Background: an optimization exercise with open tools, aiming at small area and a short achievable clock period. Do not read the settings as production practice.
The RTL was checked by simulation tests, not by an equivalence proof against the original design.

==> inputs of 09-13 <==
==> flow/design.v <==
`default_nettype none
package denise_pkg;
  localparam int ADDR_W      = 9;
  localparam int DATA_W      = 16;
  localparam int RGB_W       = 12;
  localparam int COMP_W      = 4;
  localparam int NUM_PLANES  = 6;
  localparam int PLANE_SEL_W = 3;
  localparam int CLUT_DEPTH  = 32;
  localparam int CLUT_IDX_W  = 5;
  localparam int PIX_IDX_W   = 6;
  localparam int LINE_PIXELS = 16;
  localparam int PIX_CNT_W   = 4;
  localparam logic [ADDR_W-1:0] BPLCON0_ADDR = 9'h100;
  localparam logic [ADDR_W-1:0] BPLCON2_ADDR = 9'h104;
  localparam logic [ADDR_W-1:0] BPLDAT_BASE  = 9'h110;
  localparam logic [ADDR_W-1:0] COLOR_BASE   = 9'h180;
  localparam int BPU_W      = 3;
  localparam int BPU_LSB    = 12;
  localparam int DBLPF_BIT  = 10;
  localparam int PF2PRI_BIT = 6;
  typedef enum logic [2:0] {
    OP_NONE    = 3'd0,
    OP_BPLCON0 = 3'd1,
    OP_BPLCON2 = 3'd2,
    OP_BPLDAT  = 3'd3,
    OP_COLOR   = 3'd4,
    OP_BAD     = 3'd5
  } reg_op_e;
  typedef struct packed {
    logic [BPU_W-1:0] bpu;
    logic             dblpf;
    logic             pf2pri;
  } bplcon_t;
endpackage
`default_nettype wire
`timescale 1ns/10ps
`default_nettype none
module denise_top (
  input  wire         clk,
  input  wire         rst_n,
  input  wire  [8:0]  paddr,
  input  wire         psel,
  input  wire         penable,
  input  wire         pwrite,
  input  wire  [15:0] pwdata,
  output logic [15:0] prdata,
  output logic        pready,
  output logic        pslverr,
  output logic [11:0] rgb,
  output logic        pix_valid
);
  logic        is_con0, is_con2, is_bpl, is_col;
  logic [2:0]  bsel;
  logic        wsetup;
  logic [7:0]  chi;
  logic [3:0]  clo;
  logic [31:0] cdec;
  assign is_con0 = paddr == 9'h100;
  assign is_con2 = paddr == 9'h104;
  assign bsel    = paddr[3:1];
  assign is_bpl  = paddr[8:4] == 5'h11 && !paddr[0] && bsel < 3'd6;
  assign is_col  = paddr[8:6] == 3'b110 && !paddr[0];
  assign wsetup  = psel && !penable && pwrite;
  always_comb begin
    for (int j = 0; j < 8; j++) chi[j] = paddr[5:3] == 3'(j);
    for (int k = 0; k < 4; k++) clo[k] = paddr[2:1] == 2'(k);
    for (int i = 0; i < 32; i++) cdec[i] = chi[i/4] && clo[i%4];
  end
  logic [7:0] wcol_hi_q;
  logic [3:0] wcol_lo_q;
  logic [5:0] wbpl_q;
  logic       wcon0_q;
  logic       wcon2_q;
  always_ff @(posedge clk) begin
    for (int j = 0; j < 8; j++) wcol_hi_q[j] <= wsetup && is_col && chi[j];
    wcol_lo_q <= clo;
    for (int p = 0; p < 6; p++) wbpl_q[p] <= wsetup && is_bpl && bsel == 3'(p);
    wcon0_q <= wsetup && is_con0;
    wcon2_q <= wsetup && is_con2;
  end
  logic [2:0] bpu_q,    bpu_d;
  logic       dblpf_q,  dblpf_d;
  logic       pf2pri_q, pf2pri_d;
  always_comb begin
    bpu_d    = bpu_q;
    dblpf_d  = dblpf_q;
    pf2pri_d = pf2pri_q;
    if (wcon0_q) begin
      bpu_d   = pwdata[14:12];
      dblpf_d = pwdata[10];
    end
    if (wcon2_q) pf2pri_d = pwdata[6];
    if (!rst_n) begin
      bpu_d    = '0;
      dblpf_d  = 1'b0;
      pf2pri_d = 1'b0;
    end
  end
  always_ff @(posedge clk) begin
    bpu_q    <= bpu_d;
    dblpf_q  <= dblpf_d;
    pf2pri_q <= pf2pri_d;
  end
  logic [11:0]  clut [32];
  logic [383:0] clut_flat;
  always_ff @(posedge clk) begin
    for (int i = 0; i < 32; i++) begin
      if (wcol_hi_q[i/4] && wcol_lo_q[i%4]) clut[i] <= pwdata[11:0];
    end
  end
  always_comb begin
    for (int i = 0; i < 32; i++) clut_flat[i*12 +: 12] = clut[i];
  end
  logic [11:0] rd_col;
  logic [14:0] rd_word;
  logic [14:0] prdata_q;
  logic        pslverr_q;
  logic        pready_q;
  denise_clut_rd rd_port (.tab(clut_flat), .sel(cdec), .q(rd_col));
  always_comb begin
    rd_word = {3'b000, rd_col & {12{is_col}}};
    if (is_con0) begin
      rd_word[14:12] = bpu_q;
      rd_word[10]    = rd_word[10] | dblpf_q;
    end
    if (is_con2) rd_word[6] = rd_word[6] | pf2pri_q;
  end
  always_ff @(posedge clk) begin
    pready_q  <= psel;
    pslverr_q <= !(is_con0 || is_con2 || is_col || (is_bpl && pwrite));
    prdata_q  <= rd_word;
  end
  assign pready  = pready_q;
  assign pslverr = pslverr_q;
  assign prdata  = {1'b0, prdata_q};
  logic [15:0] bpl_dat [1:5];
  logic [15:0] shift_q [6];
  logic [15:0] shift_d [6];
  logic [15:0] src     [6];
  logic        load;
  logic [3:0]  cnt_q;
  logic        active_q;
  assign load = wbpl_q[0];
  always_ff @(posedge clk) begin
    for (int p = 1; p < 6; p++) begin
      if (wbpl_q[p]) bpl_dat[p] <= pwdata;
    end
  end
  always_comb begin
    src[0] = pwdata;
    for (int p = 1; p < 6; p++) src[p] = bpl_dat[p];
    for (int p = 0; p < 6; p++) begin
      if (load) shift_d[p] = src[p] & {16{3'(p) < bpu_q}};
      else      shift_d[p] = {shift_q[p][14:0], 1'b0};
    end
  end
  always_ff @(posedge clk) begin
    for (int p = 0; p < 6; p++) shift_q[p] <= shift_d[p];
  end
  always_ff @(posedge clk) begin
    if (!rst_n) begin
      active_q <= 1'b0;
      cnt_q    <= '0;
    end else if (load) begin
      active_q <= 1'b1;
      cnt_q    <= '0;
    end else if (active_q) begin
      cnt_q <= cnt_q + 1'b1;
      if (cnt_q == 4'd15) active_q <= 1'b0;
    end
  end
  logic [5:0]  b;
  logic [2:0]  pf1, pf2;
  logic [4:0]  idx_d, idx_q;
  logic        ehb_d, ehb_q;
  always_comb begin
    for (int p = 0; p < 6; p++) b[p] = shift_d[p][15];
    pf1 = {b[4], b[2], b[0]};
    pf2 = {b[5], b[3], b[1]};
    ehb_d = 1'b0;
    if (!dblpf_d) begin
      idx_d = b[4:0];
      ehb_d = b[5] && bpu_d == 3'd6;
    end else if (pf2 != 3'd0 && (pf1 == 3'd0 || pf2pri_d)) begin
      idx_d = {2'b01, pf2};
    end else begin
      idx_d = {2'b00, pf1};
    end
  end
  always_ff @(posedge clk) begin
    idx_q <= idx_d;
    ehb_q <= ehb_d;
  end
  logic [31:0] pdec;
  logic [11:0] look;
  logic [11:0] pix;
  logic [11:0] rgb_q;
  logic        pv_q;
  always_comb begin
    for (int i = 0; i < 32; i++) pdec[i] = idx_q == 5'(i);
  end
  denise_clut_rd pix_port (.tab(clut_flat), .sel(pdec), .q(look));
  always_comb begin
    if (ehb_q) pix = {1'b0, look[11:9], 1'b0, look[7:5], 1'b0, look[3:1]};
    else       pix = look;
  end
  always_ff @(posedge clk) begin
    if (!rst_n || !active_q) begin
      rgb_q <= '0;
    end else begin
      rgb_q <= pix;
    end
    pv_q <= rst_n && active_q;
  end
  assign rgb       = rgb_q;
  assign pix_valid = pv_q;
endmodule
module denise_clut_rd (
  input  wire  [383:0] tab,
  input  wire  [31:0]  sel,
  output logic [11:0]  q
);
  logic [11:0] g [4];
  logic [11:0] n01, n23;
  for (genvar k = 0; k < 4; k++) begin : grp
    for (genvar c = 0; c < 12; c++) begin : bit_
      denise_or8 u_or8 (
        .d ({tab[(8*k+7)*12+c], tab[(8*k+6)*12+c], tab[(8*k+5)*12+c], tab[(8*k+4)*12+c],
             tab[(8*k+3)*12+c], tab[(8*k+2)*12+c], tab[(8*k+1)*12+c], tab[(8*k+0)*12+c]}),
        .s (sel[8*k +: 8]),
        .y (g[k][c])
      );
    end
  end
  for (genvar c = 0; c < 12; c++) begin : join_
    denise_nor2  u_n01 (.a(g[0][c]), .b(g[1][c]), .y(n01[c]));
    denise_nor2  u_n23 (.a(g[2][c]), .b(g[3][c]), .y(n23[c]));
    denise_nand2 u_q   (.a(n01[c]), .b(n23[c]), .y(q[c]));
  end
endmodule
module denise_or8 (
  input  wire  [7:0] d,
  input  wire  [7:0] s,
  output logic       y
);
  assign y = |(d & s);
endmodule
module denise_nor2 (
  input  wire  a,
  input  wire  b,
  output logic y
);
  assign y = !(a || b);
endmodule
module denise_nand2 (
  input  wire  a,
  input  wire  b,
  output logic y
);
  assign y = !(a && b);
endmodule
`default_nettype wire
==> flow/run.sh <==
#!/bin/bash
# synth_recipe.tcl (not shown) runs the flow's synth.tcl, then flattens the netlist and writes it again
# the make line also repeats each setting of config.mk as NAME=value (left out here)
make -C /OpenROAD-flow-scripts/flow DESIGN_CONFIG=/design/flow/config.mk WORK_HOME=/design/flow/orfs CLKGATE_MAP_FILE= SYNTH_SCRIPT=/design/flow/synth_recipe.tcl finish
==> flow/config.mk <==
export PLATFORM = sky130hd
export DESIGN_NAME = denise_top
export DESIGN_NICKNAME = denise_top
export VERILOG_FILES = /design/flow/design.v
export SDC_FILE = /design/flow/constraint.sdc
export NUM_CORES = 4
export LEC_CHECK = 0
export CAP_MARGIN = 20
export CORE_MARGIN = 2
export CORE_UTILIZATION = 40
export CTS_BUF_LIST = sky130_fd_sc_hd__clkbuf_16
export CTS_CLUSTER_DIAMETER = 100
export CTS_CLUSTER_SIZE = 20
export SETUP_SLACK_MARGIN = 4.4
export SLEW_MARGIN = 20
export SYNTH_HIERARCHICAL = 1
==> flow/constraint.sdc <==
create_clock -name core_clock -period 7.0 [get_ports {clk}]
set_input_delay 1.4000 -clock core_clock [delete_from_list [all_inputs] [get_ports {clk}]]
set_output_delay 1.4000 -clock core_clock [all_outputs]
set_load 0.01 [all_outputs]
==> 04-10 (differences from 09-13) <==
==> flow/design.v, changed modules only <==
module denise_top (
  input  wire         clk,
  input  wire         rst_n,
  input  wire  [8:0]  paddr,
  input  wire         psel,
  input  wire         penable,
  input  wire         pwrite,
  input  wire  [15:0] pwdata,
  output logic [15:0] prdata,
  output logic        pready,
  output logic        pslverr,
  output logic [11:0] rgb,
  output logic        pix_valid
);
  logic        is_con0, is_con2, is_bpl, is_col;
  logic [2:0]  bsel;
  logic        wsetup;
  logic [7:0]  chi;
  logic [3:0]  clo;
  logic [31:0] cdec;
  assign is_con0 = paddr == 9'h100;
  assign is_con2 = paddr == 9'h104;
  assign bsel    = paddr[3:1];
  assign is_bpl  = paddr[8:4] == 5'h11 && !paddr[0] && bsel < 3'd6;
  assign is_col  = paddr[8:6] == 3'b110 && !paddr[0];
  assign wsetup  = psel && !penable && pwrite;
  always_comb begin
    for (int j = 0; j < 8; j++) chi[j] = paddr[5:3] == 3'(j);
    for (int k = 0; k < 4; k++) clo[k] = paddr[2:1] == 2'(k);
    for (int i = 0; i < 32; i++) cdec[i] = chi[i/4] && clo[i%4];
  end
  logic        wbpl_q;
  logic        load_q;
  logic        wcon0_q;
  logic        wcon2_q;
  logic [31:0] wcol;
  logic [5:1]  wbpl;
  logic        wdec_bpl_nc, wdec_bpl_nc_n;
  logic [7:0]  wchi_q;
  logic [3:0]  wclo_q;
  always_ff @(posedge clk) begin
    for (int j = 0; j < 8; j++) wchi_q[j] <= wsetup && is_col && chi[j];
    wclo_q  <= clo;
    wbpl_q  <= wsetup && is_bpl && bsel != 3'd0;
    load_q  <= wsetup && is_bpl && bsel == 3'd0;
    wcon0_q <= wsetup && is_con0;
    wcon2_q <= wsetup && is_con2;
  end
  logic [31:0] wcol_n;
  logic [5:1]  wbpl_n;
  denise_wsel wsel_col (.hi(wchi_q), .lo(wclo_q), .y(wcol), .y_n(wcol_n));
  denise_wdec #(.N(6),  .W(3)) wdec_bpl (.en(wbpl_q), .a(paddr[3:1]), .y({wbpl, wdec_bpl_nc}), .y_n({wbpl_n, wdec_bpl_nc_n}));
  logic [2:0] bpu_q,    bpu_d;
  logic       dblpf_q,  dblpf_d;
  logic       pf2pri_q, pf2pri_d;
  always_comb begin
    bpu_d    = bpu_q;
    dblpf_d  = dblpf_q;
    pf2pri_d = pf2pri_q;
    if (wcon0_q) begin
      bpu_d   = pwdata[14:12];
      dblpf_d = pwdata[10];
    end
    if (wcon2_q) pf2pri_d = pwdata[6];
    if (!rst_n) begin
      bpu_d    = '0;
      dblpf_d  = 1'b0;
      pf2pri_d = 1'b0;
    end
  end
  always_ff @(posedge clk) begin
    bpu_q    <= bpu_d;
    dblpf_q  <= dblpf_d;
    pf2pri_q <= pf2pri_d;
  end
  logic [11:0]  clut [32];
  logic [383:0] clut_flat;
  always_ff @(posedge clk) begin
    for (int i = 0; i < 32; i++) begin
      clut[i] <= (pwdata[11:0] & {12{wcol[i]}}) | (clut[i] & {12{wcol_n[i]}});
    end
  end
  always_comb begin
    for (int i = 0; i < 32; i++) clut_flat[i*12 +: 12] = clut[i];
  end
  logic [11:0] rd_nh, rd_nl;
  logic [14:0] rd_word;
  logic [14:0] prdata_q;
  logic        pslverr_q;
  logic        pready_q;
  logic        rd_ncol;
  logic        rd_c10, rd_c6;
  denise_clut_rd rd_port (.tab(clut_flat), .sel(cdec), .nh(rd_nh), .nl(rd_nl));
  assign rd_ncol = !is_col;
  assign rd_c10  = is_con0 && dblpf_q;
  assign rd_c6   = is_con2 && pf2pri_q;
  for (genvar c = 0; c < 12; c++) begin : rdq
    if (c == 10) begin : b10
      denise_aoi31 u (.a1(rd_nh[c]), .a2(rd_nl[c]), .a3(!rd_c10), .b1(rd_ncol && !rd_c10), .y(rd_word[c]));
    end else if (c == 6) begin : b6
      denise_aoi31 u (.a1(rd_nh[c]), .a2(rd_nl[c]), .a3(!rd_c6), .b1(rd_ncol && !rd_c6), .y(rd_word[c]));
    end else begin : bx
      denise_aoi21 u (.a1(rd_nh[c]), .a2(rd_nl[c]), .b1(rd_ncol), .y(rd_word[c]));
    end
  end
  assign rd_word[14:12] = bpu_q & {3{is_con0}};
  always_ff @(posedge clk) begin
    pready_q  <= psel;
    pslverr_q <= !(is_con0 || is_con2 || is_col || (is_bpl && pwrite));
    prdata_q  <= rd_word;
  end
  assign pready  = pready_q;
  assign pslverr = pslverr_q;
  assign prdata  = {1'b0, prdata_q};
  logic [15:0] bpl_dat [1:5];
  logic [15:0] shift_q [6];
  logic [15:0] shift_d [6];
  logic [15:0] src     [6];
  logic        load;
  logic [3:0]  cnt_q;
  logic        active_q;
  assign load = load_q;
  always_ff @(posedge clk) begin
    for (int p = 1; p < 6; p++) begin
      bpl_dat[p] <= (pwdata & {16{wbpl[p]}}) | (bpl_dat[p] & {16{wbpl_n[p]}});
    end
  end
  always_comb begin
    src[0] = pwdata;
    for (int p = 1; p < 6; p++) src[p] = bpl_dat[p];
    for (int p = 0; p < 6; p++) begin
      if (load) shift_d[p] = src[p] & {16{3'(p) < bpu_q}};
      else      shift_d[p] = {shift_q[p][14:0], 1'b0};
    end
  end
  always_ff @(posedge clk) begin
    for (int p = 0; p < 6; p++) shift_q[p] <= shift_d[p];
  end
  always_ff @(posedge clk) begin
    if (!rst_n) begin
      active_q <= 1'b0;
      cnt_q    <= '0;
    end else if (load) begin
      active_q <= 1'b1;
      cnt_q    <= '0;
    end else if (active_q) begin
      cnt_q <= cnt_q + 1'b1;
      if (cnt_q == 4'd15) active_q <= 1'b0;
    end
  end
  logic [5:0]  b;
  logic [2:0]  pf1, pf2;
  logic [4:0]  idx_d;
  logic        ehb_d, ehb_q;
  always_comb begin
    for (int p = 0; p < 6; p++) b[p] = shift_d[p][15];
    pf1 = {b[4], b[2], b[0]};
    pf2 = {b[5], b[3], b[1]};
    ehb_d = 1'b0;
    if (!dblpf_d) begin
      idx_d = b[4:0];
      ehb_d = b[5] && bpu_d == 3'd6;
    end else if (pf2 != 3'd0 && (pf1 == 3'd0 || pf2pri_d)) begin
      idx_d = {2'b01, pf2};
    end else begin
      idx_d = {2'b00, pf1};
    end
  end
  logic [7:0] ihi_q;
  logic [3:0] ilo_q;
  always_ff @(posedge clk) begin
    for (int j = 0; j < 8; j++) ihi_q[j] <= idx_d[4:2] == 3'(j);
    for (int k = 0; k < 4; k++) ilo_q[k] <= idx_d[1:0] == 2'(k);
    ehb_q <= ehb_d;
  end
  logic [31:0] pdec;
  logic [11:0] pix_nh, pix_nl;
  logic [11:0] pix;
  logic [11:0] rgb_q;
  logic        pv_q;
  logic        show, sa, sb;
  always_comb begin
    for (int i = 0; i < 32; i++) pdec[i] = ihi_q[i/4] && ilo_q[i%4];
  end
  denise_clut_rd pix_port (.tab(clut_flat), .sel(pdec), .nh(pix_nh), .nl(pix_nl));
  assign show = rst_n && active_q;
  assign sa   = show && !ehb_q;
  assign sb   = show && ehb_q;
  for (genvar c = 0; c < 12; c++) begin : pixq
    if (c % 4 == 3) begin : top
      denise_aoi21 u (.a1(pix_nh[c]), .a2(pix_nl[c]), .b1(!sa), .y(pix[c]));
    end else begin : low
      denise_pixbit u (.ah(pix_nh[c]), .al(pix_nl[c]), .bh(pix_nh[c+1]), .bl(pix_nl[c+1]),
                       .sa(sa), .sb(sb), .y(pix[c]));
    end
  end
  always_ff @(posedge clk) begin
    rgb_q <= pix;
    pv_q  <= show;
  end
  assign rgb       = rgb_q;
  assign pix_valid = pv_q;
endmodule
module denise_wsel (
  input  wire  [7:0]  hi,
  input  wire  [3:0]  lo,
  output logic [31:0] y,
  output logic [31:0] y_n
);
  always_comb begin
    for (int i = 0; i < 32; i++) begin
      y[i]   = hi[i/4] && lo[i%4];
      y_n[i] = !(hi[i/4] && lo[i%4]);
    end
  end
endmodule
module denise_wdec #(
  parameter int N = 32,
  parameter int W = 5
) (
  input  wire          en,
  input  wire  [W-1:0] a,
  output logic [N-1:0] y,
  output logic [N-1:0] y_n
);
  always_comb begin
    for (int i = 0; i < N; i++) begin
      y[i]   = en && a == W'(i);
      y_n[i] = !en || a != W'(i);
    end
  end
endmodule
module denise_clut_rd (
  input  wire  [383:0] tab,
  input  wire  [31:0]  sel,
  output logic [11:0]  nh,
  output logic [11:0]  nl
);
  logic [11:0] g [4];
  for (genvar k = 0; k < 4; k++) begin : grp
    for (genvar c = 0; c < 12; c++) begin : bit_
      denise_or8 u_or8 (
        .d ({tab[(8*k+7)*12+c], tab[(8*k+6)*12+c], tab[(8*k+5)*12+c], tab[(8*k+4)*12+c],
             tab[(8*k+3)*12+c], tab[(8*k+2)*12+c], tab[(8*k+1)*12+c], tab[(8*k+0)*12+c]}),
        .s (sel[8*k +: 8]),
        .y (g[k][c])
      );
    end
  end
  for (genvar c = 0; c < 12; c++) begin : join_
    denise_nor2 u_n01 (.a(g[0][c]), .b(g[1][c]), .y(nh[c]));
    denise_nor2 u_n23 (.a(g[2][c]), .b(g[3][c]), .y(nl[c]));
  end
endmodule
module denise_aoi31 (
  input  wire  a1,
  input  wire  a2,
  input  wire  a3,
  input  wire  b1,
  output logic y
);
  assign y = !((a1 && a2 && a3) || b1);
endmodule
module denise_aoi21 (
  input  wire  a1,
  input  wire  a2,
  input  wire  b1,
  output logic y
);
  assign y = !((a1 && a2) || b1);
endmodule
module denise_pixbit (
  input  wire  ah,
  input  wire  al,
  input  wire  bh,
  input  wire  bl,
  input  wire  sa,
  input  wire  sb,
  output logic y
);
  assign y = (sa && !(ah && al)) || (sb && !(bh && bl));
endmodule
// module denise_nand2 removed
PLACE_DENSITY = 0.8   (was not set)
SETUP_SLACK_MARGIN = 4.5   (was 4.4)
==> flow_summary.json <==
{
  "status": "timing/DRC/antenna clean",
  "wl_met1_mm": 34.4,
  "reg2reg_to": "rgb_q[2]",
  "start_util": 0.406,
  "mostFrequentLayoutCell": "dfxtp_1",
  "critPathMaxFanout": 6,
  "clockPowerShare": 0.362,
  "multi_input_area_share": 0.413,
  "arrival_ns": 3.05,
  "p_clk_mw": 2.15
}
[end of results for 04-10]
==> flow_summary.json <==
{
  "status": "timing/DRC/antenna clean",
  "multi_input_area_share": 0.243,
  "hold_class": "flop to flop",
  "worstReg2RegStart": "idx_q[4]",
  "regArea_mm2": 0.0171,
  "critPathMaxFanout": 12,
  "drv_slew": 0,
  "arrival_ns": 3.08,
  "reg2reg_to": "rgb_q[3]",
  "start_util": 0.403,
  "wl_met1_mm": 28.6,
  "p_clk_mw": 2.17,
  "mostFrequentLayoutCell": "edfxtp_1"
}
[end of results for 09-13]

## port drivers added, routing unchanged
How much do the figures lean on ideal ports? The routed layouts below were timed once more, with nothing changed but the port constraints. Step 1: set_driving_cell puts a clkbuf_16 on clk and a buf_2 on each other input, an assumption about the parent block. Step 2 times the ports against the registers' clock, not the clock port: input delays grow and output delays shrink by t, the midpoint of the rising clock arrivals with the driver on. Slacks: ideal / step 1 / step 2; pairs: ideal / step 1.
run	shift t [ns]	setup slack, ns	hold WS [ns]	worst setup path at the end	worst slew at a driven data input, ns
09-13	0.619	4.325 / 4.325 / 3.778	0.450 / 0.450 / 0.450	input to register	0.06
04-10	0.631	4.394 / 4.415 / 3.784	0.449 / 0.449 / 0.449	input to register	0.12
After both steps setup and hold are still met in every run listed. For 04-10, which loses most, drivers alone change the setup slack by +0.021 ns; drivers and shift together by -0.610 ns.
